Source: an optimization exercise on an open RTL-to-GDS flow (aim: small area). Production flows keep margins and buffers that such runs may drop.
In this exercise RTL edits were held to simulation tests only and were not proved equivalent to the original.
No activity file was given, so power comes from the tool's default toggle rates. The flow treats the clock pin as an ideal source, which a real chip does not have.

Setup of run A:
==> flow/design.v (excerpt) <==
module branch_target_buffer
#(
    parameter int IDX_BITS = BTB_IDX_BITS,
    parameter int PC_W     = BTB_PC_W
) (
    input  logic            Clk,
    input  logic            Rst,
    input  logic [PC_W-1:0] LookupPC,
    output logic            PredHit,
    output logic            PredTaken,
    output logic [PC_W-1:0] PredTarget,
    input  logic            UpdEn,
    input  logic [PC_W-1:0] UpdPC,
    input  logic            UpdTaken,
    input  logic [PC_W-1:0] UpdTarget,
    input  logic            UpdMispredict,
    output logic [31:0]     MispredictCount
);
    localparam int ENTRIES = 1 << IDX_BITS;
    localparam int TAG_W   = PC_W - IDX_BITS - 2;
    logic [ENTRIES-1:0]             valid_q;
    logic [ENTRIES-1:0][TAG_W-1:0]  tag_q;
    logic [ENTRIES-1:0][PC_W-1:0]   target_q;
    logic [ENTRIES-1:0][1:0]        cnt_q;
    logic [31:0]                    mispredict_count_q;
    logic [IDX_BITS-1:0] lk_idx;
    logic [TAG_W-1:0]    lk_tag;
    logic [IDX_BITS-1:0] upd_idx;
    logic [TAG_W-1:0]    upd_tag;
    logic                upd_hit;
    logic [1:0]          upd_cnt_next;
    logic [1:0]          cnt_new;
    assign lk_idx  = LookupPC[IDX_BITS+1:2];
    assign lk_tag  = LookupPC[PC_W-1:IDX_BITS+2];
    assign upd_idx = UpdPC[IDX_BITS+1:2];
    assign upd_tag = UpdPC[PC_W-1:IDX_BITS+2];
    logic [ENTRIES-1:0] lk_sel;
    logic [ENTRIES-1:0] upd_sel;
    always_comb begin
        for (int i = 0; i < ENTRIES; i++) begin
            lk_sel[i]  = (lk_idx == i);
            upd_sel[i] = (upd_idx == i);
        end
    end
    localparam int LK_W = 1 + TAG_W + PC_W + 1;
    logic [ENTRIES-1:0][LK_W-1:0] lk_d;
    logic [LK_W-1:0]              lk_q;
    localparam int UP_W = 1 + TAG_W + 2;
    logic [ENTRIES-1:0][UP_W-1:0] up_d;
    logic [UP_W-1:0]              up_q;
    always_comb begin
        for (int i = 0; i < ENTRIES; i++) begin
            lk_d[i] = {valid_q[i], tag_q[i], target_q[i], cnt_q[i][1]};
            up_d[i] = {valid_q[i], tag_q[i], cnt_q[i]};
        end
    end
    btb_read16 #(.W(LK_W)) u_lk_read (.sel(lk_sel),  .d(lk_d), .q(lk_q));
  ...
Settings: LEC_CHECK=0, CAP_MARGIN=20, CORE_MARGIN=2, CORE_UTILIZATION=40, SLEW_MARGIN=20, SYNTH_HIERARCHICAL=1, SYNTH_MINIMUM_KEEP_SIZE=0; clock period 7.5 ns.
run.sh (not shown) runs the stock make flow with config.mk's settings and CLKGATE_MAP_FILE= SYNTH_SCRIPT=/design/flow/synth_recipe.tcl, a recipe that flattens the netlist after the stock synthesis.
Run A was carried through to the last stage, and its layout satisfied the timing, design-rule and antenna checks.
Changes in run B relative to run A:
==> flow/flow/run.sh (new file) <==
#!/bin/bash
# Standard ORFS layout with two changes: ports get the smallest buffer
# (buf_1) and clock tree synthesis adds no dummy loads and uses larger
# sink clusters. The make output goes to flow_make.log; each ORFS step
# keeps its own log under orfs/logs/.
set -euo pipefail
cd "$(dirname "$0")/.."
bash standard.sh \
  "BUFFER_PORTS_ARGS=-buffer_cell sky130_fd_sc_hd__buf_1" \
  "CTS_ARGS=-sink_clustering_enable -repair_clock_nets -dont_use_dummy_load -sink_clustering_size 30 -sink_clustering_max_diameter 100" \
  finish > flow_make.log 2>&1
==> flow/standard.sh (new file) <==
#!/bin/bash
# synth_recipe.tcl (not shown) runs the flow's synth.tcl, then flattens the netlist and writes it again
# the make line also repeats each setting of config.mk as NAME=value (left out here)
make -C /OpenROAD-flow-scripts/flow DESIGN_CONFIG=/design/flow/config.mk WORK_HOME=/design/flow/orfs CLKGATE_MAP_FILE= SYNTH_SCRIPT=/design/flow/synth_recipe.tcl "${@:-finish}"
-- flow/config.mk --
<<< run A, line 9
export CORE_MARGIN = 2
export CORE_UTILIZATION = 40
export SLEW_MARGIN = 20
>>> run B, line 9
export CORE_MARGIN = 2
export CORE_UTILIZATION = 55
export PLACE_DENSITY = 0.72
export SLEW_MARGIN = 20
removed: flow/run.sh
## What came out
In run B relative to run A, clock power had gone down by more than a quarter.
Run B has cell area below what run A had.
Comparing run B and run A, the lower wire length of the first global-routing pass was measured on run B.
Run B: first-pass detailed-route iteration total lower than run A
Run B reached the end of the flow, and the finished layout is clean on the timing, design-rule and antenna checks.
Against run A, count of fill cells added during filler insertion in run B fell by more than a quarter.
Est. power | run B vs run A | run B lower
[diff] minimum clock period after layout, run B relative to run A: improvement
Between run B and run A, the non-clock buffer count is lower for run B.
Changes observed in run B relative to run A: clock-pin slew of the registers on the worst-case setup and hold paths increased 0.04 ns; combinational share of power went up 0.6 points; net load switching power down 570 uW.
#### Input delta (run C over run B)
-- flow/config.mk --
<<< run B, line 9
export CORE_MARGIN = 2
export CORE_UTILIZATION = 55
export PLACE_DENSITY = 0.72
export SLEW_MARGIN = 20
>>> run C, line 9
export CORE_MARGIN = 2
export CORE_UTILIZATION = 40
export SLEW_MARGIN = 20
==> results.txt <==
Of run B and run C, run B shows the lower fraction of power consumed by the clock network, with run C above it.
Endpoint of the worst setup timing path: PredTarget[26] -> run C, PredTarget[15] -> run B
Per the comparison of run C with run B, wire length increased by about 9% relative to the old numbers; worst setup slack increased by 0.018 ns relative to the old numbers.
--- input diff run C..run D ---
-- flow/config.mk --
<<< run C, line 9
export CORE_MARGIN = 2
export CORE_UTILIZATION = 40
export SLEW_MARGIN = 20
>>> run D, line 9
export CORE_MARGIN = 2
export CORE_UTILIZATION = 65
export PLACE_DENSITY = 0.85
export SLEW_MARGIN = 20
Findings:
Run D gives less maximum frequency than run C did.
Run D ended up with PredTarget[16] as its critical path endpoint; run C ended up with PredTarget[26].
Run D ended up with sky130_fd_sc_hd__nor3_4 as its worst-path cell with the longest stage delay; run C ended up with sky130_fd_sc_hd__or4_1.
After detailed routing, run C needs more wire than run D.
Re horizontal die dimension: run D is 21% down on run C.
Length of the first detailed-routing pass in iterations: run D higher than run C

## afterwards: timing with drivers on the ports
In the flow no input, the clock included, has a driving cell. The finished layouts below were timed again as built, in two steps.
Step 1, drivers: a clkbuf_16 drives Clk and a buf_2 each remaining input, both assumed.
Step 2 moves the port delays by t, midway between the first and last clock arrival at a register: inputs arrive t later, outputs are due t later. That takes back most of the time a late clock gives input paths.
Three values: ideal ports, drivers, drivers and shift; two values: the first two.
run	t (ns)	slack for setup (ns)	hold WS [ns]	worst setup path after step 2	cell pins on the clock port's net
run A	0.740	0.198 / 0.098 / 0.098	0.504 / 0.504 / 0.504	input to output	1
run B	0.655	0.217 / 0.190 / 0.190	0.502 / 0.502 / 0.502	input to output	1
run C	0.684	0.236 / 0.127 / 0.127	0.500 / 0.500 / 0.500	input to output	1
run D	0.668	0.095 / 0.064 / 0.064	0.512 / 0.512 / 0.512	input to output	1
After both steps setup and hold are still met in every run listed. The setup slack of run C, which loses most, moves by -0.109 ns with the drivers and by -0.109 ns with both steps.
